From an optimization exercise on the open Yosys and OpenROAD flow, aimed at small area and a short achievable clock period; shortcuts taken in it are not production practice. Where RTL was checked, it was by simulation tests only, not by an equivalence proof against the original. The RTL of runs 6 and 7 was laid out without a check of its function. Power and IR drop assume default switching activity.

[flow/design.v]
`timescale 1ns/1ps
module rename_top (
    input  logic      clk,
    input  logic      rst,
    input  logic      rename_valid,
    input  logic [$clog2(32)-1:0] rs1_arch,
    input  logic [$clog2(32)-1:0] rs2_arch,
    input  logic [$clog2(32)-1:0] rd_arch,
    input  logic      complete_valid,
    input  logic [$clog2(16)-1:0]   complete_rob_id,
    input  logic      complete_mispredict,
    output logic      rename_ready,
    output logic [$clog2(64)-1:0]  rs1_phy,
    output logic [$clog2(64)-1:0]  rs2_phy,
    output logic [$clog2(64)-1:0]  rd_phy,
    output logic [$clog2(16)-1:0]   rob_id,
    output logic      retire_valid,
    output logic [$clog2(32)-1:0] retire_rd_arch,
    output logic [$clog2(64)-1:0]  retire_rd_phy,
    output logic      flush
);
    wire [$clog2(64)-1:0] fmap_q [32];
    wire [$clog2(64)-1:0] bmap_q [32];
    wire [64-1:0] free_q;
    wire [64-1:0] held_q;
    logic [64-1:0] free_d;
    logic [$clog2(64)-1:0] alloc_q;
    logic avail_q;
    logic ready_q;
    logic [$clog2(16):0] head_q;
    logic [$clog2(16):0] tail_q;
    logic [$clog2(32)-1:0] ent_rd_arch [16];
    logic [$clog2(64)-1:0]  ent_new_phy [16];
    logic [16-1:0] ent_done;
    logic [16-1:0] ent_misp;
    logic retire_misp;
    logic [$clog2(64)-1:0] release_phy;
    assign fmap_q[0] = '0;
    assign bmap_q[0] = '0;
    assign free_q[0] = 1'b0;
    assign held_q[0] = 1'b1;
    assign free_d[0] = 1'b0;
    assign rs1_phy = fmap_q[rs1_arch];
    assign rs2_phy = fmap_q[rs2_arch];
    logic [$clog2(64)-1:0] alloc_d;
    logic [7:0] grp_any;
    logic [2:0] grp_idx [8];
    always_comb begin
        for (int g = 0; g < 8; g++) begin
            grp_any[g] = |free_d[g*8 +: 8];
            grp_idx[g] = '0;
            for (int j = 7; j >= 0; j--) begin
                if (free_d[g*8 + j]) grp_idx[g] = j[2:0];
            end
        end
        alloc_d = '0;
        for (int g = 7; g >= 0; g--) begin
            if (grp_any[g]) alloc_d = {g[2:0], grp_idx[g]};
        end
    end
    logic [64-1:0] lower_free;
    always_comb begin
        lower_free[0] = 1'b0;
        for (int i = 1; i < 64; i++) begin
            lower_free[i] = lower_free[i-1] | free_q[i-1];
        end
    end
    logic recovering, rename_fire, alloc_fire, pop;
    logic rd_nz;
    logic [$clog2(16)-1:0] head_slot, tail_slot;
    logic [$clog2(16):0] head_d, tail_d;
    logic full_d, retire_valid_d, retire_misp_d, flush_d;
    assign head_slot = head_q[$clog2(16)-1:0];
    assign tail_slot = tail_q[$clog2(16)-1:0];
    assign recovering = (retire_valid && retire_misp) || flush;
    assign rd_nz = (rd_arch != '0);
    assign rename_ready = ready_q && (avail_q || !rd_nz);
    assign rename_fire  = rename_valid && rename_ready;
    assign alloc_fire   = rename_valid && ready_q && avail_q && rd_nz;
    assign rd_phy = alloc_fire ? alloc_q : '0;
    assign rob_id = tail_slot;
    assign pop = (head_q != tail_q) && ent_done[head_slot] && !recovering;
    assign retire_valid_d = pop;
    assign retire_misp_d = pop && ent_misp[head_slot];
    assign flush_d = retire_valid && retire_misp;
    always_comb begin
        head_d = head_q;
        tail_d = tail_q;
        if (flush) begin
            head_d = tail_q;
        end else begin
            if (pop) head_d = head_q + 1'b1;
            if (rename_fire) tail_d = tail_q + 1'b1;
        end
    end
    assign full_d = (head_d[$clog2(16)-1:0] == tail_d[$clog2(16)-1:0]) &&
                    (head_d[$clog2(16)] != tail_d[$clog2(16)]);
    logic release_valid;
    assign release_valid = retire_valid && (retire_rd_arch != '0);
    for (genvar i = 1; i < 32; i++) begin : g_map
        logic [$clog2(64)-1:0] f_q, b_q;
        assign fmap_q[i] = f_q;
        assign bmap_q[i] = b_q;
        always_ff @(posedge clk or posedge rst) begin
            if (rst) begin
                f_q <= i[$clog2(64)-1:0];
            end else if (flush) begin
                f_q <= b_q;
            end else if (alloc_fire && (rd_arch == i[$clog2(32)-1:0])) begin
                f_q <= alloc_q;
            end
        end
        always_ff @(posedge clk or posedge rst) begin
            if (rst) begin
                b_q <= i[$clog2(64)-1:0];
            end else if (release_valid && (retire_rd_arch == i[$clog2(32)-1:0])) begin
                b_q <= retire_rd_phy;
            end
        end
    end
    for (genvar i = 1; i < 64; i++) begin : g_phy
        logic rel_hit, new_hit, fr_q, hd_q;
        assign free_q[i] = fr_q;
        assign held_q[i] = hd_q;
        assign rel_hit = release_valid && (release_phy == i[$clog2(64)-1:0]);
        assign new_hit = release_valid && (retire_rd_phy == i[$clog2(64)-1:0]);
        assign free_d[i] = flush ? !hd_q
                                 : ((fr_q && (!alloc_fire || lower_free[i])) || rel_hit);
        always_ff @(posedge clk or posedge rst) begin
            if (rst) begin
                fr_q <= (i >= 32);
                hd_q <= (i < 32);
            end else begin
                fr_q <= free_d[i];
                hd_q <= (hd_q && !rel_hit) || new_hit;
            end
        end
    end
    always_ff @(posedge clk or posedge rst) begin
        if (rst) begin
            head_q <= '0;
            tail_q <= '0;
            retire_valid <= 1'b0;
            retire_misp <= 1'b0;
            flush <= 1'b0;
            ready_q <= 1'b1;
            alloc_q <= 32;
            avail_q <= 1'b1;
        end else begin
            head_q <= head_d;
            tail_q <= tail_d;
            retire_valid <= retire_valid_d;
            retire_misp <= retire_misp_d;
            flush <= flush_d;
            ready_q <= !full_d && !(retire_valid_d && retire_misp_d) && !flush_d;
            alloc_q <= alloc_d;
            avail_q <= |free_d;
        end
    end
    always_ff @(posedge clk) begin
        if (complete_valid && !recovering) begin
            ent_done[complete_rob_id] <= 1'b1;
            ent_misp[complete_rob_id] <= complete_mispredict;
        end
        if (rename_fire) begin
            ent_done[tail_slot] <= 1'b0;
        end
    end
    always_ff @(posedge clk) begin
        if (rename_fire) begin
            ent_rd_arch[tail_slot] <= rd_arch;
            ent_new_phy[tail_slot] <= rd_phy;
        end
    end
    logic [$clog2(32)-1:0] head_arch;
    assign head_arch = ent_rd_arch[head_slot];
    always_ff @(posedge clk) begin
        retire_rd_arch <= head_arch;
        retire_rd_phy <= ent_new_phy[head_slot];
        if (release_valid && (retire_rd_arch == head_arch)) begin
            release_phy <= retire_rd_phy;
        end else begin
            release_phy <= bmap_q[head_arch];
        end
    end
endmodule
[flow/run.sh]
#!/bin/bash
# synth_recipe.tcl (not shown) runs the flow's synth.tcl, then flattens the netlist and writes it again
# the make line also repeats each setting of config.mk as NAME=value (left out here)
make -C /OpenROAD-flow-scripts/flow DESIGN_CONFIG=/design/flow/config.mk WORK_HOME=/design/flow/orfs CLKGATE_MAP_FILE= SYNTH_SCRIPT=/design/flow/synth_recipe.tcl finish
[flow/config.mk]
export PLATFORM = sky130hd
export DESIGN_NAME = rename_top
export DESIGN_NICKNAME = rename_top
export VERILOG_FILES = /design/flow/design.v
export SDC_FILE = /design/flow/constraint.sdc
export NUM_CORES = 4
export LEC_CHECK = 0
export CAP_MARGIN = 20
export CELL_PAD_IN_SITES_DETAIL_PLACEMENT = 1
export CELL_PAD_IN_SITES_GLOBAL_PLACEMENT = 2
export CORE_MARGIN = 2
export CORE_UTILIZATION = 25
export CTS_BUF_LIST = sky130_fd_sc_hd__clkbuf_16
export CTS_CLUSTER_DIAMETER = 100
export CTS_CLUSTER_SIZE = 20
export PLACE_DENSITY = 0.85
export SETUP_SLACK_MARGIN = 1.7
export SLEW_MARGIN = 20
[flow/constraint.sdc]
create_clock -name core_clock -period 6.0 [get_ports {clk}]
set_input_delay 1.2000 -clock core_clock [delete_from_list [all_inputs] [get_ports {clk}]]
set_output_delay 1.2000 -clock core_clock [all_outputs]
set_load 0.01 [all_outputs]
==> flow_summary_export.csv, run 1 <==
group,metric,value,unit
drt,drtPass1Iterations,8,
final_layout,final_util,29.0,%
final_layout,fillers,16300,
power_and_ir_drop,vdd_drop_max,0.000241,V
power_and_ir_drop,power_frac_comb,33.2,%
sta,clock-skew-final,0.0328,ns
sta,timing.final.crit_share,71.5,%
power_and_ir_drop,seqPwrFrac,50.7,%
yosys,mappedNetlistNets,3304,
outcome,status,"complete, no violations",
final_layout,nets,3375,
power_and_ir_drop,p_sw,9.13,mW
final_layout,layout-drive-gt1-share,25.6,%
drt,drt_iter0_drc,3416,
final_layout,syn_to_final_growth,14.6,%
yosys,synth_common_cells,"370 x nand2_1, 293 x dfrtp_1, 288 x o21ai_0",
drt,routed_via_density,5.70,
cts,cts_buffer_depth,3,
sta,finalWorstPathRequiredPeriod,4.29,ns
yosys,synth_top_area_cell,"dfrtp_1",
drt,detail-route-antenna-nets,0,
yosys,yosys-top-cells-area,"dfrtp_1 20%, dfstp_2 16%, edfxtp_1 16%, mux2_2 5.9%, mux2i_1 5.2%",
sta,slew_violations,0,
sta,worst_slew_pin_slew,1.24,ns
cts,root_buffer,"clkbuf_16",
worst_setup_path,end_kind,"primary output",
min_path,hp-class,"flip-flop to flip-flop",
floorplanning,start_util,25.3,%
yosys,yosysUniqueCellTypes,86,
floorplanning,die_h,388,um
drt,route.detailed.wl_per_inst,32.9,um
power_and_ir_drop,leakagePower,15.4,nW
placement,gp_congestion,1.01,
yosys,avgSynthCellArea,11.3,um2
yosys,synth_cells,3269,
floorplanning,coreArea,146000,um2
sta,maxSlewHeadroom,17.1,%
yosys,async_flop_share,69.8,%
worst_setup_path,crit_fanout,8,
floorplanning,die_w,388,um
cts,clkLatencyLatePin,0.65,ns
run,drv_cap,0,
floorplanning,num_rows,140,
worst_setup_path,crit_arrival,3.09,ns
cts,clock_sinks,744,
yosys,ys_ff_latch,744,
cts,cts_tree,"yes",
global_routing,grt_pass1_wl,243000,um
yosys,synthMostInstantiatedCell,"nand2_1",
drt,routed_wl,174000,um
sta,fmax,233,MHz
global_routing,grt_pass1_vias,30600,
worst_setup_path,worst_ep_required_time,4.80,ns
placement,io_buffers,59,
yosys,yosys.area.top_type_share,19.9,%
global_routing,antenna_found_initial,6,
power_and_ir_drop,p_per_area,490,nW/um2
final_layout,diodes,0,
power_and_ir_drop,switching_share,44.0,%
yosys,synth-edff-count,192,
cts,cts_buffers,45,
cts,cts_hold_buf,0,
cts,clk_pin_slew,0.09,ns
yosys,synth_ff_type,"dfrtp_1",
worst_setup_path,worstSetupPathType,"primary input to primary output",
power_and_ir_drop,power.internal,11.6,mW
global_routing,grt_max_degree,148,
drt,drt_drc_violations_left,0,
yosys,syn_area,36900,um2
power_and_ir_drop,power_frac_clock,16.2,%
global_routing,overflow,0,
cts,cts-htree-levels,2,
placement,dp_hpwl,130000,um
worst_setup_path,cp-start-kind,"primary input",
sta,tns,0,ns
global_routing,track_usage,22.5,%
floorplanning,pin_count,60,
sta,finalHoldViolCount,0,
yosys,synth_seq_area_share,53.4,%
floorplanning,dieArea,151000,um2
drt,vias,30200,
sta,finalSetupViolCount,0,
yosys,ys_warn_count,2,
sta,rsz0062_at_grt,"yes",
## cells in the final DEF, fill, tap and decap left out, types with 118 or more instances in the layout
master	instances
a22oi_1	118
buf_4	149
dfrtp_1	288
dfstp_2	226
edfxtp_1	192
mux2_2	193
mux2i_1	191
nand2_1	365
nor2_1	204
o21ai_0	288
## kinds of logic (layout without fill, tap and decap cells)
logic type	Yosys count	in the layout	share of synthesized area, %
AND/OR/NAND/NOR	978	978	12.7
AO/OA/AOI/OAI	839	839	15.6
flip-flops	744	744	53.4
multiplexers	449	449	15.0
buffers and inverters	224	332	2.42
XOR/XNOR	24	24	0.570
adder cells (fa/ha/maj)	11	11	0.373
## metal layers
layer / up-vias / wire length (um) / track usage [%]
li1: 12500 / - / -
met1: 15800 / 71900 / 29.4
met2: 1485 / 77700 / 34.8
met3: 387 / 13400 / 4.71
met4: 8 / 11000 / 12.2
met5: - / 55 / 0
## worst max-delay path, stage by stage
cell and delay (ns):
buf_4 0.14, or3b_4 0.26, nor2_1 0.04, buf_4 0.18
a22o_1 0.18, a221oi_1 0.26, nand4_1 0.16, or3_4 0.40
clkdlybuf4s15_1 0.25
## final cells by class
cell class	count	area (um2)	share of cell area (%)
multi-input cells	2301	16900	39.9
well taps	1917	2400	5.67
repair buffers	211	1790	4.24
clock inverters	38	240	0.568
clock buffers	46	1150	2.72
flip-flops and latches	744	19700	46.6
inverters	37	143	0.337
## path summary, 6_finish.rpt
check | to | from | slack, ns | cells after the start
setup reg to reg | release_phy[0]$_DFF_P_ | head_q[1]$_DFF_PP0_ | 1.83 | 8
min in group asynchronous | g_phy[16].fr_q$_DFF_PP0_ | rst | 1.00 | 2
setup / recovery | rs1_phy[0] | rs1_arch[2] | 1.71 | 9
hold reg to reg | g_phy[35].fr_q$_DFF_PP1_ | g_phy[35].hd_q$_DFF_PP0_ | 0.48 | 1
max in group asynchronous | g_map[22].f_q[0]$_DFFE_PP0P_ | rst | 3.73 | 3
hold / removal | g_phy[35].fr_q$_DFF_PP1_ | g_phy[35].hd_q$_DFF_PP0_ | 0.48 | 1
## state kept, by name, summed over array words and instances (netlist names)
register        cells
alloc_q             6
avail_q             1
ent_done           16
ent_misp           16
ent_new_phy        96
ent_rd_arch        80
flush               1
g_map.b_q         186
g_map.f_q         186
g_phy.fr_q         63
g_phy.hd_q         63
head_q              5
ready_q             1
release_phy         6
retire_misp         1
retire_rd_arch      5
retire_rd_phy       6
retire_valid        1
tail_q              5
## metrics by stage
stage | power [mW] | area [um2] | worst slack (ns) | hold WS [ns] | instances
final | 20.7 | 42300 | 1.71 | 0.478 | 5294
after global routing | 21.4 | 42300 | 1.67 | 0.520 | 5294
after CTS | 20.5 | 42000 | 1.67 | 0.476 | 5282
after detailed placement | 17.1 | 40200 | 0.595 | 0.458 | 5186
after global placement | 16.8 | 40200 | 0.635 | 0.457 | 5186
after floorplan | 13.1 | 36900 | -2.07 | 0.418 | 3269
## what timing repair did
action	in CTS	in global routing
setup buffers	12	11
cloned	0	0
setup endpoints to repair	32	27
resized for setup	173	49
pin swaps	16	21
## power groups by stage
| stage | clock network [mW] | registers (mW) | logic (mW) |
|---|---|---|---|
| floorplan | 0 | 8.37 | 4.68 |
| global placement | 0 | 10.4 | 6.38 |
| detailed placement | 0 | 10.5 | 6.60 |
| CTS | 3.40 | 10.4 | 6.71 |
| global route | 3.56 | 10.5 | 7.34 |
| finish | 3.35 | 10.5 | 6.87 |
==> run 2: changes to the inputs <==
--- a/flow/config.mk
+++ b/flow/config.mk
@@ -16,3 +16,3 @@
 export PLACE_DENSITY = 0.85
-export SETUP_SLACK_MARGIN = 1.7
+export SETUP_SLACK_MARGIN = 1.9
 export SLEW_MARGIN = 20
==> run 2 against run 1 <==
Against the previous run: still clean; sequential power is essentially flat; global-route usage grew 0.069 points; count of clock-buffer cells in the layout is the same; clock power is essentially flat; sequential share of layout area shrank 0.68 points; utilization grew 0.43 points; critical path type unchanged.
==> flow_summary_export.csv, run 2 <==
group,metric,value,unit
yosys,ys_warn_count,2,
drt,drtPass1Iterations,6,
global_routing,antenna_found_initial,5,
sta,finalSetupViolCount,0,
drt,drt_drc_violations_left,0,
power_and_ir_drop,leakagePower,15.7,nW
cts,clock_sinks,744,
final_layout,layout-drive-gt1-share,27.5,%
placement,dp_hpwl,130000,um
sta,whs,0.479,ns
cts,clk_pin_slew,0.09,ns
worst_setup_path,reg2reg_slack,1.98,ns
placement,pre_cts_ws,0.595,ns
yosys,syn_area,36900,um2
yosys,avgSynthCellArea,11.3,um2
yosys,mappedNetlistNets,3304,
min_path,min_from,"g_phy[35].hd_q$_DFF_PP0_",
sta,fin_ws,1.85,ns
final_layout,postLayoutCellArea,42900,um2
cts,cts-htree-levels,2,
sta,tns,0,ns
final_layout,final_util,29.4,%
floorplanning,die_h,388,um
yosys,yosys.area.top_type_share,19.9,%
worst_setup_path,worst_ep_required_time,4.80,ns
yosys,synth_top_area_cell,"dfrtp_1",
sta,timing.final.crit_share,69.2,%
min_path,min_to,"g_phy[35].fr_q$_DFF_PP1_",
cts,cts_hold_buf,0,
power_and_ir_drop,p_per_area,485,nW/um2
drt,routed_via_density,5.72,
final_layout,fillers,16300,
drt,vias,30500,
drt,routed_wl,175000,um
yosys,yosysUniqueCellTypes,86,
sta,worst_slew_pin_slew,1.27,ns
drt,route.detailed.wl_per_inst,32.8,um
sta,rsz0062_at_grt,"yes",
sta,finalHoldViolCount,0,
yosys,ys_ff_latch,744,
floorplanning,coreArea,146000,um2
worst_setup_path,timing.rr.start,"head_q[1]$_DFF_PP0_",
worst_setup_path,crit_fanout,8,
worst_setup_path,crit-reg2reg-capture,"release_phy[2]$_DFF_P_",
sta,clock-skew-final,0.0315,ns
yosys,yosys-top-cells-area,"dfrtp_1 20%, dfstp_2 16%, edfxtp_1 16%, mux2_2 5.9%, mux2i_1 5.2%",
min_path,min_path_cells,1,
final_layout,final_common_cell,"nand2_1",
sta,slew_violations,0,
worst_setup_path,ff2ff_path_depth,8,
placement,io_buffers,59,
yosys,synth_seq_area_share,53.4,%
yosys,synthMostInstantiatedCell,"nand2_1",
global_routing,grt_pass1_wl,244000,um
placement,dpl_cell_area,40200,um2
final_layout,nets,3414,
sta,finalWorstPathRequiredPeriod,4.15,ns
run,drv_cap,0,
yosys,async_flop_share,69.8,%
cts,root_buffer,"clkbuf_16",
cts,cts_buffers,45,
cts,clkLatencyLatePin,0.66,ns
final_layout,syn_to_final_growth,16.3,%
outcome,status,"complete, no violations",
floorplanning,dieArea,151000,um2
sta,fmax,241,MHz
floorplanning,pin_count,60,
global_routing,overflow,0,
worst_setup_path,end_kind,"primary output",
sta,maxSlewHeadroom,14.8,%
yosys,synth_common_cells,"370 x nand2_1, 293 x dfrtp_1, 288 x o21ai_0",
power_and_ir_drop,vdd_drop_max,0.000240,V
drt,detail-route-antenna-nets,0,
floorplanning,num_rows,140,
worst_setup_path,cp-start-kind,"primary input",
global_routing,track_usage,22.6,%
worst_setup_path,crit_arrival,2.95,ns
placement,gp_congestion,1.01,
final_layout,mostFrequentLayoutCells,"363 x nand2_1, 288 x o21ai_0, 288 x dfrtp_1, 226 x dfstp_2, 193 x mux2_2",
yosys,synth-edff-count,192,
min_path,hp-class,"flip-flop to flip-flop",
yosys,synth_ff_type,"dfrtp_1",
yosys,synth_cells,3269,
cts,cts_tree,"yes",
worst_setup_path,worstSetupPathType,"primary input to primary output",
global_routing,grt_pass1_vias,30700,
floorplanning,start_util,25.3,%
drt,drt_iter0_drc,3550,
global_routing,grt_max_degree,148,
floorplanning,die_w,388,um
cts,cts_buffer_depth,3,
final_layout,reg_top3,"g_map.b_q x186, g_map.f_q x186, ent_new_phy x96",
-- run 2: cell counts after synthesis --
No cell type changed its count.
-- run 2: worst max path at each step --
stage,from,endpoint,slack (ns),cells after the start
finish,rs1_arch[2],rs1_phy[3],1.85,9
global route,rs1_arch[4],rs1_phy[3],1.82,8
CTS,rs1_arch[2],rs1_phy[3],1.79,9
detailed placement,rename_valid,alloc_q[3]$_DFF_PP0_,0.60,12
global placement,rs2_arch[0],rs2_phy[2],0.63,9
floorplan,rst,alloc_q[0]$_DFF_PP0_,-2.07,1
-- run 2: through the flow --
| step | instances | power [mW] |
|---|---|---|
| 3_5_place_dp | 5186 | 17.1 |
| 6_report | 5335 | 20.8 |
| 3_3_place_gp | 5186 | 16.8 |
| 4_1_cts | 5299 | 20.5 |
| 2_1_floorplan | 3269 | 13.1 |
| 5_1_grt | 5333 | 21.5 |
-- run 2: logic make-up after synthesis --
| logic type | share of synthesized area (%) |
|---|---|
| buffers and inverters | 2.42 |
| AND/OR/NAND/NOR | 12.7 |
| XOR/XNOR | 0.570 |
| multiplexers | 15.0 |
| adder cells (fa/ha/maj) | 0.373 |
| flip-flops | 53.4 |
| AO/OA/AOI/OAI | 15.6 |
-- run 2: repair_timing --
item	CTS	global route
gates resized for setup	255	91
hold endpoints to repair	0	0
pin swaps	28	51
gates cloned	0	0
endpoints found under the setup margin	47	31
setup buffers	29	32
-- run 2: area by class of cell --
| type | count | area [um2] | share of cell area (%) |
|---|---|---|---|
| well taps | 1917 | 2400 | 5.59 |
| multi-input cells | 2301 | 17100 | 39.7 |
| inverters | 37 | 143 | 0.332 |
| flip-flops and latches | 744 | 19700 | 45.9 |
| clock inverters | 38 | 240 | 0.560 |
| diodes | 2 | 5.00 | 0.0117 |
| clock buffers | 46 | 1150 | 2.68 |
| repair buffers | 250 | 2220 | 5.17 |
-- run 2: critical path: stages --
cell      delay [ns]
buf_8           0.11
or3b_4          0.26
nor2_2          0.04
buf_6           0.14
a22o_1          0.18
a221oi_2        0.19
nand4_1         0.25
or3_4           0.43
buf_6           0.13
-- run 2: power by group --
part / internal, mW / leakage [nW] / switching, mW
clock: 1.47 / 0.785 / 1.88
sequential: 7.43 / 8.20 / 3.08
combinational: 2.74 / 6.71 / 4.23
-- run 2: routing by layer --
layer | global-route usage (%) | vias up | routed length [um]
met5 | 0 | - | 40
met3 | 4.75 | 369 | 14000
met4 | 11.8 | 6 | 10700
met2 | 35.2 | 1444 | 78300
li1 | - | 12600 | -
met1 | 29.5 | 16100 | 71700
==> run 3: changes to the inputs <==
--- a/flow/config.mk
+++ b/flow/config.mk
@@ -13,6 +13,6 @@
 export CTS_BUF_LIST = sky130_fd_sc_hd__clkbuf_16
-export CTS_CLUSTER_DIAMETER = 100
-export CTS_CLUSTER_SIZE = 20
+export CTS_CLUSTER_DIAMETER = 60
+export CTS_CLUSTER_SIZE = 30
 export PLACE_DENSITY = 0.85
-export SETUP_SLACK_MARGIN = 1.9
+export SETUP_SLACK_MARGIN = 1.8
 export SLEW_MARGIN = 20
==> run 3 against run 2 <==
Against the previous run: largest power group unchanged; die area stayed put; final area is 1.3% higher; count of clock-buffer cells in the layout is 24 higher; setup slack worse by 0.033 ns; non-clock buffer count is 29 lower; cell count is 0.26% higher; sequential power hardly changed; combinational power is 0.7% lower; largest cell class unchanged; first-iteration DRC count is 5.4% lower; sequential share of layout area is 0.60 points lower; still clean.
==> flow_summary_export.csv, run 3 <==
group,metric,value,unit
worst_setup_path,end_kind,"primary output",
yosys,synth_common_cells,"370 x nand2_1, 293 x dfrtp_1, 288 x o21ai_0",
min_path,min_path_cells,2,
cts,cts_tree,"yes",
yosys,synth_fa_ha_area_share,0.373,%
yosys,ys_ff_latch,744,
yosys,mappedNetlistNets,3304,
cts,cts-htree-levels,3,
global_routing,antenna_found_initial,6,
sta,clock-skew-final,0.0445,ns
yosys,yosys-mux-area-fraction,15.0,%
floorplanning,pin_count,60,
worst_setup_path,crit_arrival,2.99,ns
drt,routed_via_density,5.69,
drt,drt_iter0_drc,3359,
drt,routed_wl,175000,um
sta,whs,0.479,ns
worst_setup_path,path_buf_inv,4,
yosys,synth_simple_gate_area_share,12.7,%
power_and_ir_drop,vdd_drop_max,0.000223,V
yosys,synth_top_area_cell,"dfrtp_1",
worst_setup_path,cp-start-kind,"primary input",
yosys,syn_area,36900,um2
final_layout,mostFrequentLayoutCells,"365 x nand2_1, 288 x o21ai_0, 288 x dfrtp_1, 226 x dfstp_2, 205 x nor2_1",
power_and_ir_drop,leakagePower,15.9,nW
cts,clk_pin_slew,0.06,ns
yosys,async_flop_share,69.8,%
worst_setup_path,ff2ff_path_depth,10,
placement,dp_hpwl,130000,um
sta,finalSetupViolCount,0,
cts,clock_sinks,744,
global_routing,track_usage,22.8,%
worst_setup_path,worstSetupPathType,"primary input to primary output",
worst_setup_path,path_delay_family,"simple AND/OR/NAND/NOR gates",
final_layout,nets,3409,
global_routing,grt_max_degree,148,
sta,finalHoldViolCount,0,
worst_setup_path,crit_fanout,8,
yosys,ys_warn_count,2,
floorplanning,dieArea,151000,um2
sta,slew_violations,0,
sta,maxSlewHeadroom,16.1,%
yosys,synth-edff-count,192,
power_and_ir_drop,p_per_area,511,nW/um2
drt,route.detailed.wl_per_inst,32.8,um
sta,fmax,239,MHz
cts,cts_hold_buf,0,
yosys,synth_seq_area_share,53.4,%
worst_setup_path,worst_ep_required_time,4.80,ns
final_layout,final_common_cell,"nand2_1",
cts,root_buffer,"clkbuf_16",
floorplanning,coreArea,146000,um2
yosys,synth_top_family_by_area,"compound AO/OA/AOI/OAI gates",
min_path,hp-class,"flip-flop to flip-flop",
floorplanning,die_h,388,um
floorplanning,start_util,25.3,%
worst_setup_path,cpMostUsedCell,"buf_4",
yosys,synth_xor_area_share,0.570,%
cts,cts_buffers,69,
sta,finalWorstPathRequiredPeriod,4.19,ns
yosys,yosysUniqueCellTypes,86,
sta,rsz0062_at_grt,"yes",
global_routing,overflow,0,
cts,clkLatencyLatePin,0.68,ns
yosys,synthMostInstantiatedCell,"nand2_1",
final_layout,fillers,16200,
final_layout,syn_to_final_growth,17.8,%
cts,cts_buffer_depth,3,
final_layout,layout-drive-gt1-share,27.9,%
drt,detail-route-antenna-nets,0,
yosys,yosys-top-cells-area,"dfrtp_1 20%, dfstp_2 16%, edfxtp_1 16%, mux2_2 5.9%, mux2i_1 5.2%",
worst_setup_path,slowest_stage,"or3_4",
worst_setup_path,path_cells,"buf_4 -> nand2b_4 -> buf_4 -> nor2_1 -> buf_4 -> a221oi_2 -> nand4_1 -> or3_4 -> buf_6",
placement,io_buffers,59,
sta,tns,0,ns
floorplanning,num_rows,140,
yosys,synth_ff_type,"dfrtp_1",
yosys,avgSynthCellArea,11.3,um2
run,drv_cap,0,
drt,drt_drc_violations_left,0,
sta,worst_slew_pin_slew,1.25,ns
floorplanning,die_w,388,um
yosys,synth_compound_gate_area_share,15.6,%
final_layout,reg_top3,"g_map.b_q x186, g_map.f_q x186, ent_new_phy x96",
global_routing,grt_pass1_wl,246000,um
drt,drtPass1Iterations,6,
placement,gp_congestion,1.01,
yosys,yosys.area.top_type_share,19.9,%
worst_setup_path,slowest_delay,0.42,ns
yosys,synth_cells,3269,
global_routing,grt_pass1_vias,31100,
worst_setup_path,cp_num_cells,9,
outcome,status,"complete, no violations",
drt,vias,30500,
sta,timing.final.crit_share,69.8,%
-- run 3: power by group --
| part | switching, mW | internal (mW) |
|---|---|---|
| registers | 3.07 | 7.44 |
| logic | 4.21 | 2.71 |
| clock network | 2.41 | 2.39 |
-- run 3: layout make-up --
cell class              instances  area [um2]  share of cell area (%)
inverters                      37         143                   0.328
well taps                    1917        2400                    5.51
multi-input cells            2301       16900                    38.9
diodes                          1        2.50                 0.00575
flip-flops and latches        744       19700                    45.3
repair buffers                221        1890                    4.35
clock buffers                  70        1750                    4.03
clock inverters                58         677                    1.56
-- run 3: routing by layer --
layer | up-vias | track usage [%] | share of wire, %
met3 | 412 | 5.40 | 8.4
met1 | 16000 | 29.4 | 40
met4 | 6 | 12.3 | 6.5
met2 | 1453 | 35.1 | 45
li1 | 12600 | - | -
met5 | - | 0 | 0.026
-- run 3: what timing repair did --
| action | 4_1_cts | 5_1_grt |
|---|---|---|
| cloned | 0 | 0 |
| setup endpoints to repair | 40 | 26 |
| buffers inserted | 19 | 14 |
| gates resized for setup | 210 | 61 |
| endpoints found under the hold margin | 0 | 0 |
| pin swaps | 17 | 29 |
-- run 3: kinds of logic (layout without fill, tap and decap cells) --
group | count (synthesis) | count (layout)
AOI/OAI and AO/OA | 839 | 839
xor gates and xnor gates | 24 | 24
adders and majority gates | 11 | 11
buffers and inverters | 224 | 386
DFF | 744 | 744
muxes | 449 | 449
other | 0 | 1
and+or+nand+nor | 978 | 978
-- run 3: per-stage QoR --
| step | cell area (um2) | utilization [%] | total power [mW] | setup WS (ns) | std cells |
|---|---|---|---|---|---|
| after global routing | 43500 | 29.8 | 22.9 | 1.70 | 5348 |
| final | 43500 | 29.8 | 22.2 | 1.81 | 5349 |
| after detailed placement | 40200 | 27.5 | 17.1 | 0.595 | 5186 |
| after global placement | 40200 | 27.5 | 16.8 | 0.635 | 5186 |
| after floorplan | 36900 | - | 13.1 | -2.07 | 3269 |
| after CTS | 43200 | 29.6 | 22.0 | 1.74 | 5333 |
-- run 3: worst reg2reg max path: stages, from the launching register on --
cell	delay, ns
dfrtp_1	0.46
or4_1	0.76
nor4_2	0.48
nand3_2	0.27
or4b_4	0.58
a22o_1	0.26
or3_4	0.39
o211ai_1	0.32
nor3_1	0.10
o21ai_1	0.27
a31oi_1	0.13
-- run 3: worst paths after layout --
check | start | end | slack (ns)
max | rs1_arch[0] | rs1_phy[3] | 1.81
min | g_phy[8].hd_q$_DFF_PP1_ | g_phy[8].hd_q$_DFF_PP1_ | 0.48
max reg2reg | g_phy[7].fr_q$_DFF_PP0_ | alloc_q[0]$_DFF_PP0_ | 1.82
min reg2reg | g_phy[8].hd_q$_DFF_PP1_ | g_phy[8].hd_q$_DFF_PP1_ | 0.48
max in group asynchronous | rst | g_map[21].f_q[3]$_DFFE_PP0P_ | 3.72
min in group asynchronous | rst | g_phy[3].fr_q$_DFF_PP0_ | 1.02
==> run 4: changes to the inputs <==
--- a/flow/config.mk
+++ b/flow/config.mk
@@ -7,3 +7,3 @@
 export LEC_CHECK = 0
-export CAP_MARGIN = 20
+export CAP_MARGIN = 5
 export CELL_PAD_IN_SITES_DETAIL_PLACEMENT = 1
@@ -13,6 +13,6 @@
 export CTS_BUF_LIST = sky130_fd_sc_hd__clkbuf_16
-export CTS_CLUSTER_DIAMETER = 60
-export CTS_CLUSTER_SIZE = 30
+export CTS_CLUSTER_DIAMETER = 100
+export CTS_CLUSTER_SIZE = 20
 export PLACE_DENSITY = 0.85
 export SETUP_SLACK_MARGIN = 1.8
-export SLEW_MARGIN = 20
+export SLEW_MARGIN = 5
==> run 4 against run 3 <==
Against the previous run: still clean on timing, DRC and antenna; setup slack worse by 0.00062 ns; routed wire length is 0.55% lower; synthesized cell count stayed put; final area is 2.3% lower; utilization is 0.69 points lower; sequential power hardly changed; global-route usage is 0.22 points lower; via count is 0.33% lower; sequential share of layout area is 1.1 points higher; critical path type unchanged.
==> flow_summary_export.csv, run 4 <==
group,metric,value,unit
outcome,status,"complete, no violations",
worst_setup_path,slowest_stage,"or3_4",
power_and_ir_drop,switching_share,44.1,%
worst_setup_path,crit_fanout,8,
floorplanning,pin_count,60,
final_layout,instances_no_fill,5308,
placement,dpl_cell_area,40200,um2
cts,cts_buffer_depth,3,
worst_setup_path,worst_ep_required_time,4.80,ns
drt,routed_via_density,5.72,
sta,timing.final.crit_share,69.8,%
power_and_ir_drop,power.internal,11.6,mW
worst_setup_path,cp-start-kind,"primary input",
yosys,ys_warn_count,2,
cts,clkLatencyLatePin,0.65,ns
floorplanning,coreArea,146000,um2
yosys,synth-edff-count,192,
drt,route.detailed.wl_per_inst,32.8,um
worst_setup_path,timing.rr.start,"head_q[1]$_DFF_PP0_",
floorplanning,start_util,25.3,%
drt,detail-route-antenna-nets,0,
power_and_ir_drop,p_sw,9.17,mW
worst_setup_path,slowest_delay,0.43,ns
yosys,syn_area,36900,um2
final_layout,mostFrequentLayoutCells,"365 x nand2_1, 288 x o21ai_0, 288 x dfrtp_1, 226 x dfstp_2, 202 x nor2_1",
drt,vias,30400,
worst_setup_path,reg2reg_slack,1.90,ns
floorplanning,dieArea,151000,um2
global_routing,grt_busiest_layer,"met2",
sta,slew_violations,0,
final_layout,layout-drive-gt1-share,26.3,%
floorplanning,die_h,388,um
power_and_ir_drop,vdd_drop_max,0.000245,V
worst_setup_path,ff2ff_path_depth,9,
global_routing,met3_usage,4.73,%
final_layout,syn_to_final_growth,15.1,%
yosys,yosysUniqueCellTypes,86,
power_and_ir_drop,p_per_area,489,nW/um2
drt,routed_wl,174000,um
global_routing,grt_pass1_vias,30600,
sta,fmax,239,MHz
floorplanning,num_rows,140,
drt,drt_drc_violations_left,0,
worst_setup_path,end_kind,"primary output",
global_routing,antenna_found_initial,7,
final_layout,postLayoutCellArea,42500,um2
yosys,avgSynthCellArea,11.3,um2
placement,pre_cts_ws,0.595,ns
global_routing,overflow,0,
yosys,synthMostInstantiatedCell,"nand2_1",
final_layout,final_common_cell,"nand2_1",
worst_setup_path,crit-reg2reg-capture,"release_phy[3]$_DFF_P_",
power_and_ir_drop,seqPwrFrac,50.5,%
yosys,async_flop_share,69.8,%
placement,dp.cells,5186,
placement,gp_congestion,1.01,
sta,maxSlewHeadroom,14.0,%
power_and_ir_drop,leakagePower,15.5,nW
global_routing,met2_usage,34.9,%
cts,clk_pin_slew,0.09,ns
run,drv_cap,0,
yosys,synth_top_area_cell,"dfrtp_1",
sta,worst_slew_pin_slew,1.28,ns
cts,cts_buffers,45,
yosys,mappedNetlistNets,3304,
yosys,yosys.area.top_type_share,19.9,%
placement,io_buffers,59,
sta,fin_ws,1.81,ns
min_path,hp-class,"flip-flop to flip-flop",
global_routing,grt_pass1_wl,244000,um
worst_setup_path,critPathLaunch,"rs1_arch[3]",
power_and_ir_drop,power_frac_comb,33.3,%
final_layout,nets,3388,
yosys,synth_seq_area_share,53.4,%
global_routing,grt.met1_usage,29.5,%
yosys,ys_ff_latch,744,
final_layout,reg_top3,"g_map.b_q x186, g_map.f_q x186, ent_new_phy x96",
cts,root_buffer,"clkbuf_16",
cts,clock_sinks,744,
cts,cts_tree,"yes",
global_routing,track_usage,22.5,%
worst_setup_path,cpMostUsedCell,"buf_4",
sta,clock-skew-final,0.0313,ns
yosys,synth_cells,3269,
sta,finalSetupViolCount,0,
yosys,synth_ff_type,"dfrtp_1",
global_routing,grt_max_degree,148,
drt,drtPass1Iterations,6,
power_and_ir_drop,power_frac_clock,16.2,%
drt,drt_iter0_drc,3389,
floorplanning,die_w,388,um
worst_setup_path,worstSetupPathType,"primary input to primary output",
cts,cts-htree-levels,2,
worst_setup_path,path_cells,"buf_8 -> nand3b_1 -> buf_4 -> nor2_2 -> buf_4 -> a221oi_2 -> nand4_1 -> or3_4 -> buf_6",
worst_setup_path,crit_arrival,2.99,ns
worst_setup_path,endpoint,"rs1_phy[3]",
sta,finalWorstPathRequiredPeriod,4.19,ns
sta,rsz0062_at_grt,"yes",
placement,dp_hpwl,130000,um
sta,finalHoldViolCount,0,
yosys,yosys-top-cells-area,"dfrtp_1 20%, dfstp_2 16%, edfxtp_1 16%, mux2_2 5.9%, mux2i_1 5.2%",
power_and_ir_drop,power,20.8,mW
yosys,synth_common_cells,"370 x nand2_1, 293 x dfrtp_1, 288 x o21ai_0",
final_layout,final_util,29.1,%
## run 4: layout make-up
| class | count | area (um2) |
|---|---|---|
| inverter | 37 | 143 |
| clock buffer | 46 | 1150 |
| multi-input combinational | 2301 | 16900 |
| timing repair buffer | 224 | 1930 |
| fill | 16300 | 104000 |
| clock inverter | 38 | 240 |
| sequential | 744 | 19700 |
| tap | 1917 | 2400 |
| antenna | 1 | 2.50 |
## run 4: repair_timing
action,in CTS,in global routing
setup endpoints to repair,42,28
buffers inserted,19,18
hold buffers,0,0
pin swaps,16,27
gates resized for setup,208,63
hold endpoints to repair,0,0
## run 4: metal layers
layer / routed length [um] / share of wire [%]
met3: 13700 / 7.8
met1: 71700 / 41
met5: 78 / 0.045
met4: 11100 / 6.4
met2: 77800 / 45
## run 4: worst min path at each step
stage / slack, ns / end / startpoint / cells past startpoint
after floorplan: 0.42 / g_phy[35].fr_q$_DFF_PP1_ / g_phy[35].hd_q$_DFF_PP0_ / 1
after global placement: 0.46 / g_phy[35].fr_q$_DFF_PP1_ / g_phy[35].hd_q$_DFF_PP0_ / 1
after detailed placement: 0.46 / g_phy[35].fr_q$_DFF_PP1_ / g_phy[35].hd_q$_DFF_PP0_ / 1
after CTS: 0.48 / g_phy[35].fr_q$_DFF_PP1_ / g_phy[35].hd_q$_DFF_PP0_ / 1
after global routing: 0.52 / g_phy[43].fr_q$_DFF_PP1_ / g_phy[43].hd_q$_DFF_PP0_ / 1
final: 0.48 / g_phy[8].hd_q$_DFF_PP1_ / g_phy[8].hd_q$_DFF_PP1_ / 2
## run 4: logic make-up (layout without fill, tap and decap cells)
group                      after synthesis  count (layout)  share of synthesized area [%]
AOI/OAI and AO/OA                      839             839                           15.6
and+or+nand+nor                        978             978                           12.7
buffers and inverters                  224             345                           2.42
DFF                                    744             744                           53.4
muxes                                  449             449                           15.0
other                                    0               1                              0
adders and majority gates               11              11                          0.373
xor gates and xnor gates                24              24                          0.570
## run 4: metrics by stage
step                      hold slack [ns]  TNS [ns]
after global placement              0.457         0
after global routing                0.520         0
after detailed placement            0.458         0
final                               0.483         0
after floorplan                     0.418   -638.83
after CTS                           0.476         0
## run 4: critical path, delay by kind of cell
kind	cells	cell delay (ns)
simple gates	4	0.94
compound gates	1	0.29
buf+inv	4	0.55
## run 4: power by group through the flow
stage / Sequential [mW] / Clock, mW / Combinational, mW
after CTS: 10.4 / 3.40 / 6.75
after global placement: 10.4 / 0 / 6.38
after detailed placement: 10.5 / 0 / 6.60
final: 10.5 / 3.36 / 6.93
after global routing: 10.5 / 3.56 / 7.40
after floorplan: 8.37 / 0 / 4.68
==> run 5: changes to the inputs <==
--- a/flow/config.mk
+++ b/flow/config.mk
@@ -7,5 +7,5 @@
 export LEC_CHECK = 0
-export CAP_MARGIN = 5
-export CELL_PAD_IN_SITES_DETAIL_PLACEMENT = 1
-export CELL_PAD_IN_SITES_GLOBAL_PLACEMENT = 2
+export CAP_MARGIN = 20
+export CELL_PAD_IN_SITES_DETAIL_PLACEMENT = 0
+export CELL_PAD_IN_SITES_GLOBAL_PLACEMENT = 0
 export CORE_MARGIN = 2
@@ -17,2 +17,2 @@
 export SETUP_SLACK_MARGIN = 1.8
-export SLEW_MARGIN = 5
+export SLEW_MARGIN = 20
==> run 5 against run 4 <==
Against the previous run: still clean; count of clock-buffer cells in the layout stayed put; sequential share of layout area is 0.14 points lower; setup slack got worse by 0.12 ns; routed wire length decreased by 8.8%; final area rose by 0.29%; cell count rose by 0.11%; clock skew up 0.018 ns; maximum frequency fell by 2.8%; hold slack better by 0.012 ns; via count increased by 1.6%; critical path depth grew 1; largest power group unchanged; highest routed layer unchanged.
==> flow_summary_export.csv, run 5 <==
group,metric,value,unit
power_and_ir_drop,vdd_drop_max,0.000275,V
cts,clock_sinks,744,
yosys,synth_common_cells,"370 x nand2_1, 293 x dfrtp_1, 288 x o21ai_0",
yosys,yosys.area.top_type_share,19.9,%
yosys,synth_ff_type,"dfrtp_1",
worst_setup_path,cp-start-kind,"flip-flop",
floorplanning,num_rows,140,
sta,finalHoldViolCount,0,
sta,worst_slew_pin_slew,1.17,ns
yosys,syn_area,36900,um2
final_layout,syn_to_final_growth,15.5,%
worst_setup_path,worstSetupPathType,"flip-flop to flip-flop",
final_layout,reg_top3,"g_map.b_q x186, g_map.f_q x186, ent_new_phy x96",
global_routing,met2_usage,31.2,%
floorplanning,pin_count,60,
cts,clk_pin_slew,0.10,ns
sta,fin_ws,1.69,ns
floorplanning,coreArea,146000,um2
worst_setup_path,crit_fanout,8,
global_routing,grt_pass1_vias,29500,
worst_setup_path,slowest_delay,0.76,ns
sta,rsz0062_at_grt,"yes",
placement,dp_hpwl,117000,um
cts,cts_buffers,46,
global_routing,overflow,0,
cts,cts_buffer_depth,3,
placement,gp_congestion,1.11,
final_layout,nets,3394,
cts,cts_tree,"yes",
global_routing,track_usage,20.4,%
drt,drt_drc_violations_left,0,
sta,maxSlewHeadroom,21.4,%
power_and_ir_drop,p_per_area,476,nW/um2
yosys,synth-edff-count,192,
power_and_ir_drop,power,20.3,mW
worst_setup_path,worst_ep_required_time,6.56,ns
worst_setup_path,crit_arrival,4.87,ns
sta,fmax,232,MHz
global_routing,antenna_found_initial,8,
outcome,status,"complete, no violations",
drt,route.detailed.wl_per_inst,29.9,um
sta,clock-skew-final,0.0490,ns
floorplanning,start_util,25.3,%
final_layout,postLayoutCellArea,42600,um2
sta,finalSetupViolCount,0,
yosys,synth_top_area_cell,"dfrtp_1",
sta,finalWorstPathRequiredPeriod,4.31,ns
min_path,min_from,"g_map[9].b_q[3]$_DFFE_PP1P_",
yosys,ys_warn_count,2,
floorplanning,die_h,388,um
floorplanning,dieArea,151000,um2
min_path,hp-class,"flip-flop to flip-flop",
final_layout,mostFrequentLayoutCells,"366 x nand2_1, 288 x o21ai_0, 286 x dfrtp_1, 226 x dfstp_2, 206 x nor2_1",
drt,detail-route-antenna-nets,0,
yosys,mappedNetlistNets,3304,
final_layout,diodes,0,
final_layout,layout-drive-gt1-share,26.3,%
global_routing,grt_busiest_layer,"met2",
global_routing,grt.met1_usage,25.5,%
cts,cts-htree-levels,2,
drt,routed_via_density,5.80,
worst_setup_path,slowest_stage,"or4_1",
yosys,yosys-top-cells-area,"dfrtp_1 20%, dfstp_2 16%, edfxtp_1 16%, mux2_2 5.9%, mux2i_1 5.2%",
placement,io_buffers,59,
worst_setup_path,path_buf_inv,0,
cts,clkLatencyLatePin,0.68,ns
yosys,async_flop_share,69.8,%
cts,cts_hold_buf,0,
cts,root_buffer,"clkbuf_16",
drt,drt_iter0_drc,5064,
global_routing,grt_pass1_wl,223000,um
sta,slew_violations,0,
sta,timing.final.crit_share,71.8,%
yosys,avgSynthCellArea,11.3,um2
yosys,synth_seq_area_share,53.4,%
yosys,yosysUniqueCellTypes,86,
final_layout,fillers,14900,
floorplanning,die_w,388,um
global_routing,grt_max_degree,171,
global_routing,met3_usage,6.06,%
yosys,synthMostInstantiatedCell,"nand2_1",
worst_setup_path,end_kind,"flip-flop",
drt,vias,30800,
worst_setup_path,critPathLaunch,"g_phy[7].fr_q$_DFF_PP0_",
final_layout,final_util,29.2,%
drt,routed_wl,159000,um
yosys,synth_cells,3269,
placement,dpl_cell_area,40200,um2
worst_setup_path,path_delay_family,"simple AND/OR/NAND/NOR gates",
run,drv_cap,0,
yosys,ys_ff_latch,744,
placement,pre_cts_ws,0.416,ns
final_layout,final_common_cell,"nand2_1",
power_and_ir_drop,leakagePower,15.6,nW
worst_setup_path,timing.rr.start,"g_phy[7].fr_q$_DFF_PP0_",
drt,drtPass1Iterations,6,
worst_setup_path,path_cells,"or4_1 -> nor4_2 -> nand3_1 -> or3b_2 -> o41ai_1 -> a221oi_1 -> a211oi_1 -> nor3_1 -> o21ai_1 -> a31oi_1",
[run 5: cell types whose count changed in the layout (fill, tap and decap cells not counted), moves of 5 or more]
| cell | before | now |
|---|---|---|
| a221oi_2 | 41 | 30 |
| a221oi_1 | 38 | 46 |
| buf_4 | 152 | 144 |
| buf_6 | 14 | 22 |
| buf_2 | 7 | 13 |
| nor2_2 | 21 | 15 |
| and2_4 | 0 | 5 |
[run 5: cells by family (layout without fill, tap and decap cells)]
kind of cell	count (synthesis)	in the layout	synth area share (%)
AO/OA/AOI/OAI	839	839	15.6
XOR/XNOR	24	24	0.570
adder cells (fa/ha/maj)	11	11	0.373
buffers and inverters	224	352	2.42
flip-flops	744	744	53.4
multiplexers	449	449	15.0
AND/OR/NAND/NOR	978	978	12.7
[run 5: through the flow]
stage | hold WS [ns] | std cells | TNS, ns
5_1_grt | 0.507 | 5314 | 0
2_1_floorplan | 0.418 | 3269 | -638.83
3_5_place_dp | 0.459 | 5179 | 0
3_3_place_gp | 0.452 | 5179 | 0
4_1_cts | 0.485 | 5293 | 0
6_report | 0.495 | 5314 | 0
[run 5: path summary, 6_finish.rpt]
path | end | slack (ns) | cells after the start
setup / recovery | alloc_q[0]$_DFF_PP0_ | 1.69 | 10
hold / removal | g_map[9].f_q[3]$_DFFE_PP1P_ | 0.49 | 2
setup reg to reg | alloc_q[0]$_DFF_PP0_ | 1.69 | 10
hold reg to reg | g_map[9].f_q[3]$_DFFE_PP1P_ | 0.49 | 2
max in group asynchronous | g_map[3].b_q[4]$_DFFE_PP0P_ | 3.55 | 4
min in group asynchronous | g_phy[35].hd_q$_DFF_PP0_ | 1.09 | 3
[run 5: final cells by class]
type	instances	area, um2	share of cell area, %
multi-input cells	2301	16900	39.7
clock inverters	40	239	0.561
inverters	37	143	0.335
clock buffers	46	1150	2.70
flip-flops and latches	744	19700	46.3
well taps	1917	2400	5.63
repair buffers	229	2050	4.81
[run 5: tightest hold or removal path: stages, from the launching register on]
cell and delay [ns]:
dfstp_2 0.40, nand2_1 0.06, o21ai_0 0.07
[run 5: what timing repair did]
item                                    CTS  global route
buffers inserted                         26            21
endpoints found under the hold margin     0             0
endpoints found under the setup margin   41            30
resized for setup                       263            40
pin swaps                                33            27
gates cloned                              2             0
[run 5: power breakdown]
| part | total, mW | switching (mW) | internal (mW) |
|---|---|---|---|
| Sequential | 10.3 | 2.88 | 7.43 |
| Combinational | 6.68 | 4.00 | 2.69 |
| Clock | 3.29 | 1.85 | 1.44 |
[run 5: metal layers]
metal / part of all wire, % / wire length [um]
met5: 0.065 / 104
met4: 7.0 / 11200
met3: 11 / 18000
met2: 44 / 69700
met1: 38 / 60000
==> run 6: changes to the inputs <==
--- a/flow/design.v
+++ b/flow/design.v
@@ -42,4 +42,10 @@
     assign free_d[0] = 1'b0;
-    assign rs1_phy = fmap_q[rs1_arch];
-    assign rs2_phy = fmap_q[rs2_arch];
+    always_comb begin
+        rs1_phy = '0;
+        rs2_phy = '0;
+        for (int i = 1; i < 32; i++) begin
+            rs1_phy = rs1_phy | (fmap_q[i] & {$clog2(64){rs1_arch == i[$clog2(32)-1:0]}});
+            rs2_phy = rs2_phy | (fmap_q[i] & {$clog2(64){rs2_arch == i[$clog2(32)-1:0]}});
+        end
+    end
     logic [$clog2(64)-1:0] alloc_d;
--- a/flow/config.mk
+++ b/flow/config.mk
@@ -8,4 +8,4 @@
 export CAP_MARGIN = 20
-export CELL_PAD_IN_SITES_DETAIL_PLACEMENT = 0
-export CELL_PAD_IN_SITES_GLOBAL_PLACEMENT = 0
+export CELL_PAD_IN_SITES_DETAIL_PLACEMENT = 1
+export CELL_PAD_IN_SITES_GLOBAL_PLACEMENT = 2
 export CORE_MARGIN = 2
@@ -15,4 +15,4 @@
 export CTS_CLUSTER_SIZE = 20
-export PLACE_DENSITY = 0.85
-export SETUP_SLACK_MARGIN = 1.8
+export PLACE_DENSITY = 0.45
+export SETUP_SLACK_MARGIN = 1.9
 export SLEW_MARGIN = 20
==> run 6 against run 5 <==
Against the previous run: clock skew up 0.039 ns; flip-flop and latch count did not move; largest power group unchanged; critical path depth grew 1; setup slack better by 0.094 ns; final area increased by 6.8%; sequential share of layout area decreased by 2.9 points.
==> flow_summary_export.csv, run 6 <==
group,metric,value,unit
outcome,status,"complete, no violations",
final_layout,syn_to_final_growth,21.1,%
drt,routed_wl,219000,um
cts,clkLatencyLatePin,0.71,ns
yosys,async_flop_share,69.8,%
final_layout,final_util,30.4,%
final_layout,layout-drive-gt1-share,31.2,%
drt,drt_drc_violations_left,0,
sta,rsz0062_at_grt,"yes",
power_and_ir_drop,power,23.9,mW
sta,slew_violations,0,
drt,route.detailed.wl_per_inst,38.7,um
power_and_ir_drop,seqPwrFrac,45.6,%
global_routing,overflow,0,
cts,cts_buffer_depth,3,
drt,drtPass1Iterations,5,
run,drv_cap,0,
power_and_ir_drop,p_sw,11.5,mW
worst_setup_path,cp-start-kind,"primary input",
power_and_ir_drop,leakagePower,16.9,nW
global_routing,track_usage,28.1,%
drt,detail-route-antenna-nets,0,
yosys,synth_common_cells,"383 x nand2_1, 293 x dfrtp_1, 268 x o21ai_0",
floorplanning,start_util,25.1,%
yosys,synth_top_area_cell,"dfrtp_1",
cts,clock_sinks,744,
final_layout,reg_top3,"g_map.b_q x186, g_map.f_q x186, ent_new_phy x96",
floorplanning,num_rows,142,
placement,io_buffers,59,
power_and_ir_drop,power.internal,12.5,mW
power_and_ir_drop,vdd_drop_max,0.000252,V
placement,pre_cts_ws,0.399,ns
sta,finalWorstPathRequiredPeriod,4.21,ns
sta,worst_slew_pin_slew,1.24,ns
floorplanning,pin_count,60,
worst_setup_path,crit_arrival,3.01,ns
sta,fin_ws,1.79,ns
drt,drt_iter0_drc,3459,
final_layout,fillers,16500,
worst_setup_path,crit-reg2reg-capture,"release_phy[1]$_DFF_P_",
final_layout,final_common_cell,"nand2_1",
worst_setup_path,reg2reg_slack,1.83,ns
sta,maxSlewHeadroom,17.1,%
floorplanning,die_w,392,um
min_path,hp-class,"flip-flop to flip-flop",
floorplanning,die_h,392,um
yosys,synth_seq_area_share,52.4,%
sta,timing.final.crit_share,70.2,%
yosys,avgSynthCellArea,11.1,um2
worst_setup_path,ff2ff_path_depth,11,
yosys,yosys.area.top_type_share,19.5,%
worst_setup_path,path_cells,"buf_8 -> buf_8 -> nand2b_4 -> buf_4 -> nor3_1 -> buf_4 -> a22o_1 -> a221oi_2 -> nand3_1 -> or3_4 -> buf_6",
yosys,synth-edff-count,192,
yosys,synth_ff_type,"dfrtp_1",
drt,routed_via_density,5.60,
cts,cts_buffers,47,
yosys,mappedNetlistNets,3424,
placement,gp_congestion,0.913,
global_routing,grt_max_degree,251,
floorplanning,coreArea,150000,um2
cts,cts_tree,"yes",
yosys,synthMostInstantiatedCell,"nand2_1",
cts,clk_pin_slew,0.09,ns
worst_setup_path,end_kind,"primary output",
global_routing,grt_pass1_wl,295000,um
global_routing,antenna_found_initial,27,
placement,dp_hpwl,162000,um
cts,root_buffer,"clkbuf_16",
worst_setup_path,worst_ep_required_time,4.80,ns
drt,vias,31700,
yosys,ys_ff_latch,744,
worst_setup_path,worstSetupPathType,"primary input to primary output",
worst_setup_path,endpoint,"rs1_phy[2]",
sta,fmax,237,MHz
power_and_ir_drop,switching_share,47.8,%
worst_setup_path,timing.rr.start,"head_q[0]$_DFF_PP0_",
yosys,syn_area,37600,um2
worst_setup_path,crit_fanout,7,
floorplanning,dieArea,153000,um2
cts,cts-htree-levels,2,
yosys,ys_warn_count,2,
worst_setup_path,slowest_delay,0.42,ns
final_layout,nets,3625,
yosys,synth_cells,3389,
yosys,yosys-top-cells-area,"dfrtp_1 20%, dfstp_2 16%, edfxtp_1 15%, mux2_2 5.9%, mux2i_1 5.4%",
sta,clock-skew-final,0.0875,ns
sta,finalSetupViolCount,0,
power_and_ir_drop,power_frac_comb,39.5,%
sta,finalHoldViolCount,0,
power_and_ir_drop,p_per_area,526,nW/um2
yosys,yosysUniqueCellTypes,88,
worst_setup_path,slowest_stage,"or3_4",
power_and_ir_drop,power_frac_clock,14.9,%
final_layout,mostFrequentLayoutCells,"374 x nand2_1, 290 x dfrtp_1, 258 x o21ai_0, 239 x buf_4, 226 x dfstp_2",
worst_setup_path,critPathLaunch,"rs1_arch[0]",
global_routing,grt_pass1_vias,32100,
==> run 6: cell count changes after synthesis, sizes merged, moves of 10 or more <==
cell    delta
a221oi    -16
mux2i     +13
nor2b     +14
and2      +19
nand3     +37
nand2b    -16
nand4     -10
nand2     +12
a31oi     +11
a32oi     +21
o21ai     -22
clkbuf    +26
a22o      +17
==> run 6: metal layers <==
layer / global-route usage, % / vias to the layer above / wire length, um
li1: - / 13200 / -
met1: 43.3 / 17200 / 106000
met5: 0 / - / 27
met3: 4.71 / 170 / 16300
met4: 5.55 / 4 / 4710
met2: 40.7 / 1075 / 91300
==> run 6: cell families after synthesis <==
kind of cell | count (synthesis) | share of synthesized area, %
buffers and inverters | 249 | 2.60
AO/OA/AOI/OAI | 858 | 15.8
XOR/XNOR | 23 | 0.536
AND/OR/NAND/NOR | 1039 | 13.2
flip-flops | 744 | 52.4
multiplexers | 464 | 15.1
adder cells (fa/ha/maj) | 12 | 0.393
==> run 6: layout make-up <==
| class | instances | area (um2) | share of cell area (%) |
|---|---|---|---|
| Timing Repair Buffer | 358 | 3340 | 7.34 |
| Clock buffer | 49 | 1230 | 2.69 |
| Tap cell | 2016 | 2520 | 5.54 |
| Multi-Input combinational cell | 2396 | 18300 | 40.1 |
| Antenna cell | 8 | 20.0 | 0.0440 |
| Clock inverter | 38 | 243 | 0.533 |
| Sequential cell | 744 | 19700 | 43.3 |
| Inverter | 43 | 170 | 0.374 |
==> run 6: stage by stage <==
step | setup TNS [ns] | hold slack [ns] | cells | instance area [um2]
5_1_grt | 0 | 0.529 | 5644 | 45500
6_report | 0 | 0.488 | 5652 | 45500
3_3_place_gp | 0 | 0.460 | 5435 | 41400
2_1_floorplan | -638.83 | 0.422 | 3389 | 37600
3_5_place_dp | 0 | 0.469 | 5435 | 41400
4_1_cts | 0 | 0.490 | 5615 | 44800
==> run 6: timing repair <==
action / in CTS / in global routing
hold buffers: 0 / 0
setup buffers: 91 / 27
gates resized for setup: 424 / 73
endpoints found under the setup margin: 33 / 31
pin swaps: 71 / 42
gates cloned: 2 / 2
==> run 6: how the worst min path moves through the flow <==
stage,start,to,slack (ns),depth (start not counted)
floorplan,g_phy[40].hd_q$_DFF_PP0_,g_phy[40].fr_q$_DFF_PP1_,0.42,1
global placement,ent_done[14]$_DFF_P_,ent_done[14]$_DFF_P_,0.46,2
detailed placement,ent_done[14]$_DFF_P_,ent_done[14]$_DFF_P_,0.47,2
CTS,ent_done[14]$_DFF_P_,ent_done[14]$_DFF_P_,0.49,2
global route,g_phy[29].hd_q$_DFF_PP1_,g_phy[29].hd_q$_DFF_PP1_,0.53,2
finish,ent_done[14]$_DFF_P_,ent_done[14]$_DFF_P_,0.49,2
==> run 6: critical path: cells and delay by family <==
| kind | cells | cell delay, ns |
|---|---|---|
| and+or+nand+nor | 4 | 0.76 |
| buffers and inverters | 5 | 0.66 |
| AOI/OAI and AO/OA | 2 | 0.39 |
==> run 6: power groups by stage <==
stage	Clock, mW	Sequential, mW	Combinational, mW
after floorplan	0	8.32	5.09
after CTS	3.70	10.7	9.27
after detailed placement	0	10.8	8.58
after global routing	3.86	11.0	10.1
after global placement	0	10.8	8.49
final	3.57	10.9	9.45
==> run 7: changes to the inputs <==
--- a/flow/design.v
+++ b/flow/design.v
@@ -42,10 +42,9 @@
     assign free_d[0] = 1'b0;
-    always_comb begin
-        rs1_phy = '0;
-        rs2_phy = '0;
-        for (int i = 1; i < 32; i++) begin
-            rs1_phy = rs1_phy | (fmap_q[i] & {$clog2(64){rs1_arch == i[$clog2(32)-1:0]}});
-            rs2_phy = rs2_phy | (fmap_q[i] & {$clog2(64){rs2_arch == i[$clog2(32)-1:0]}});
-        end
-    end
+    logic [$clog2(64)-1:0] rs1_lo, rs1_hi, rs2_lo, rs2_hi;
+    assign rs1_lo = fmap_q[{1'b0, rs1_arch[3:0]}];
+    assign rs1_hi = fmap_q[{1'b1, rs1_arch[3:0]}];
+    assign rs2_lo = fmap_q[{1'b0, rs2_arch[3:0]}];
+    assign rs2_hi = fmap_q[{1'b1, rs2_arch[3:0]}];
+    assign rs1_phy = rs1_arch[4] ? rs1_hi : rs1_lo;
+    assign rs2_phy = rs2_arch[4] ? rs2_hi : rs2_lo;
     logic [$clog2(64)-1:0] alloc_d;
==> run 7 against run 6 <==
Against the previous run: synthesized cell count decreased by 0.27%; die area rose by 0.24%; critical endpoint is now rs1_phy[3]; combinational power down 3.6%; sequential power down 9%; still clean; final area fell by 2.0%; utilization down 0.64 points; clock power is 6.4% higher; maximum frequency rose by 1.7%; count of clock-buffer cells in the layout is the same; non-clock buffer count shrank 38; critical path type unchanged.
==> flow_summary_export.csv, run 7 <==
group,metric,value,unit
yosys,synth_common_cells,"367 x nand2_1, 293 x dfrtp_1, 274 x o21ai_0",
global_routing,track_usage,25.9,%
drt,routed_via_density,5.43,
sta,timing.final.crit_share,69.0,%
placement,gp_congestion,0.898,
sta,fmax,242,MHz
drt,vias,30200,
floorplanning,die_h,392,um
cts,cts-htree-levels,2,
power_and_ir_drop,switching_share,45.6,%
global_routing,overflow,0,
min_path,hp-class,"flip-flop to flip-flop",
cts,cts_buffers,49,
drt,detail-route-antenna-nets,0,
yosys,synth_ff_type,"dfrtp_1",
yosys,yosys-top-cells-area,"dfrtp_1 19%, dfstp_2 16%, edfxtp_1 15%, mux2_2 6.0%, mux2i_1 5.2%",
yosys,ys_ff_latch,744,
power_and_ir_drop,p_per_area,511,nW/um2
worst_setup_path,ff2ff_path_depth,12,
yosys,avgSynthCellArea,11.1,um2
sta,tns,0,ns
worst_setup_path,timing.rr.start,"head_q[0]$_DFF_PP0_",
cts,cts_buffer_depth,3,
cts,cts_tree,"yes",
sta,rsz0062_at_grt,"yes",
outcome,status,"complete, no violations",
power_and_ir_drop,power.internal,12.4,mW
final_layout,reg_top3,"g_map.b_q x186, g_map.f_q x186, ent_new_phy x96",
final_layout,instances_no_fill,5564,
worst_setup_path,slowest_delay,0.44,ns
floorplanning,dieArea,154000,um2
cts,clock_sinks,744,
power_and_ir_drop,power_frac_comb,40.0,%
sta,finalSetupViolCount,0,
placement,io_buffers,59,
worst_setup_path,crit-reg2reg-capture,"release_phy[5]$_DFF_P_",
power_and_ir_drop,power_frac_clock,16.7,%
final_layout,seq_area,19700,um2
power_and_ir_drop,seqPwrFrac,43.3,%
drt,drt_drc_violations_left,0,
yosys,async_flop_share,69.8,%
worst_setup_path,cp-start-kind,"primary input",
drt,route.detailed.wl_per_inst,36.3,um
floorplanning,die_w,392,um
global_routing,grt_pass1_wl,277000,um
worst_setup_path,slowest_stage,"a222oi_1",
yosys,ys_warn_count,2,
sta,worst_slew_pin_slew,1.17,ns
yosys,yosysUniqueCellTypes,104,
sta,maxSlewHeadroom,21.8,%
worst_setup_path,worstSetupPathType,"primary input to primary output",
sta,fin_ws,1.86,ns
worst_setup_path,cpMostUsedCell,"buf_4",
sta,slew_violations,0,
final_layout,mostFrequentLayoutCells,"362 x nand2_1, 290 x dfrtp_1, 274 x o21ai_0, 226 x dfstp_2, 213 x buf_4",
final_layout,final_util,29.8,%
yosys,synth_cells,3380,
floorplanning,start_util,25.2,%
final_layout,nets,3538,
final_layout,fillers,16300,
yosys,synth-edff-count,192,
final_layout,syn_to_final_growth,18.4,%
worst_setup_path,end_kind,"primary output",
global_routing,grt_pass1_vias,31800,
worst_setup_path,crit_fanout,13,
yosys,synth_seq_area_share,52.3,%
final_layout,multi_input_area,17700,um2
cts,root_buffer,"clkbuf_16",
run,drv_cap,0,
floorplanning,coreArea,150000,um2
cts,clk_pin_slew,0.09,ns
yosys,synth_top_area_cell,"dfrtp_1",
floorplanning,pin_count,60,
cts,cts_hold_buf,0,
min_path,min_to,"g_phy[33].fr_q$_DFF_PP1_",
power_and_ir_drop,p_sw,10.4,mW
power_and_ir_drop,vdd_drop_max,0.000273,V
worst_setup_path,reg2reg_slack,1.91,ns
power_and_ir_drop,leakagePower,17.0,nW
yosys,syn_area,37700,um2
global_routing,grt_max_degree,219,
placement,dp.cells,5397,
placement,pre_cts_ws,0.405,ns
yosys,yosys.area.top_type_share,19.5,%
drt,drt_iter0_drc,2612,
worst_setup_path,crit_arrival,2.94,ns
min_path,min_path_cells,1,
sta,clock-skew-final,0.0298,ns
sta,finalWorstPathRequiredPeriod,4.14,ns
worst_setup_path,worst_ep_required_time,4.80,ns
sta,whs,0.488,ns
drt,routed_wl,202000,um
worst_setup_path,path_cells,"buf_8 -> nand2b_4 -> nor3_4 -> buf_4 -> buf_4 -> a222oi_1 -> nand3_1 -> nor3_2 -> a21oi_1 -> clkbuf_2",
floorplanning,num_rows,142,
global_routing,antenna_found_initial,13,
placement,dp_hpwl,149000,um
final_layout,final_common_cell,"nand2_1",
yosys,mappedNetlistNets,3413,
drt,drtPass1Iterations,6,
cts,clkLatencyLatePin,0.70,ns
yosys,synthMostInstantiatedCell,"nand2_1",
final_layout,layout-drive-gt1-share,29.0,%
min_path,min_from,"g_phy[33].hd_q$_DFF_PP0_",
sta,finalHoldViolCount,0,
run 7: timing repair:
item / CTS / global route
buffers inserted: 42 / 27
setup endpoints to repair: 32 / 26
gates cloned: 0 / 4
gates resized for setup: 243 / 80
pin swaps: 47 / 56
run 7: power groups by stage:
stage	registers [mW]	logic, mW	clock network, mW
6_report	9.87	9.11	3.80
5_1_grt	10.0	9.71	4.08
4_1_cts	9.84	9.03	3.93
3_5_place_dp	9.98	8.49	0
3_3_place_gp	9.97	8.43	0
2_1_floorplan	8.16	5.09	0
run 7: worst max-delay path: cells and delay by family:
kind	cells	cell delay [ns]
buffers and inverters	4	0.66
and+or+nand+nor	4	0.57
AOI/OAI and AO/OA	2	0.51
run 7: layout make-up:
cell class,instances,share of cell area (%)
Antenna cell,2,0.0112
Timing Repair Buffer,320,6.51
Tap cell,2016,5.66
Multi-Input combinational cell,2348,39.6
Inverter,42,0.368
Sequential cell,744,44.2
Clock buffer,49,2.75
Clock inverter,43,0.895
run 7: stage by stage:
step                power [mW]  instance area (um2)
floorplan                 13.2                37700
global placement          18.4                41400
detailed placement        18.5                41400
CTS                       22.8                44100
global route              23.8                44600
finish                    22.8                44600
run 7: per-layer routing:
metal,global-route usage [%],routed length [um]
met1,33.7,87300
met3,2.79,7430
met4,8.95,8240
met5,0,13
met2,44.5,98800
run 7: worst max path at each step:
stage	cells after the start	endpoint	from
2_1_floorplan	1	alloc_q[0]$_DFF_PP0_	rst
3_3_place_gp	9	rs1_phy[0]	rs1_arch[2]
3_5_place_dp	9	rs1_phy[0]	rs1_arch[2]
4_1_cts	9	rs1_phy[0]	rs1_arch[0]
5_1_grt	10	rs1_phy[4]	rs1_arch[2]
6_report	10	rs1_phy[3]	rs1_arch[2]
run 7: kinds of logic (layout without fill, tap and decap cells):
logic type	count (synthesis)	in the layout	synth area share, %
flip-flops	744	744	52.3
buffers and inverters	288	454	3.02
adder cells (fa/ha/maj)	9	9	0.299
other	0	2	0
AO/OA/AOI/OAI	893	893	16.2
AND/OR/NAND/NOR	954	954	12.4
XOR/XNOR	26	26	0.604
multiplexers	466	466	15.3

[afterwards: timing with drivers on the ports]
In the flow no input, the clock included, has a driving cell. The finished layouts below were timed again as built, in two steps.
Step 1 assumes that a clkbuf_16 drives the clock port and a buf_2 every other input.
Step 2 moves the port delays by t, midway between the first and last clock arrival at a register: inputs arrive t later, outputs are due t later. That takes back most of the time a late clock gives input paths.
a / b / c = ideal ports / drivers / drivers and shift; a / b = the first two.
run | t (ns) | slack for setup (ns) | worst hold slack (ns) | worst setup path at the end | worst data-port slew with drivers (ns)
run 1 | 0.707 | 1.713 / 1.672 / 1.225 | 0.478 / 0.478 / 0.478 | input to register | 0.10
run 2 | 0.714 | 1.846 / 1.789 / 1.391 | 0.479 / 0.479 / 0.479 | input to register | 0.09
run 3 | 0.728 | 1.813 / 1.768 / 1.209 | 0.479 / 0.479 / 0.479 | input to register | 0.10
run 4 | 0.707 | 1.812 / 1.752 / 1.269 | 0.483 / 0.483 / 0.483 | input to register | 0.09
run 5 | 0.714 | 1.693 / 1.693 / 1.230 | 0.495 / 0.495 / 0.495 | input to register | 0.08
run 6 | 0.750 | 1.787 / 1.728 / 1.108 | 0.488 / 0.488 / 0.488 | input to register | 0.16
run 7 | 0.758 | 1.860 / 1.800 / 1.380 | 0.488 / 0.488 / 0.488 | input to register | 0.08
After both steps every run listed still meets setup and hold. For run 6, which loses most, drivers alone change the setup slack by -0.059 ns; drivers and shift together by -0.679 ns.
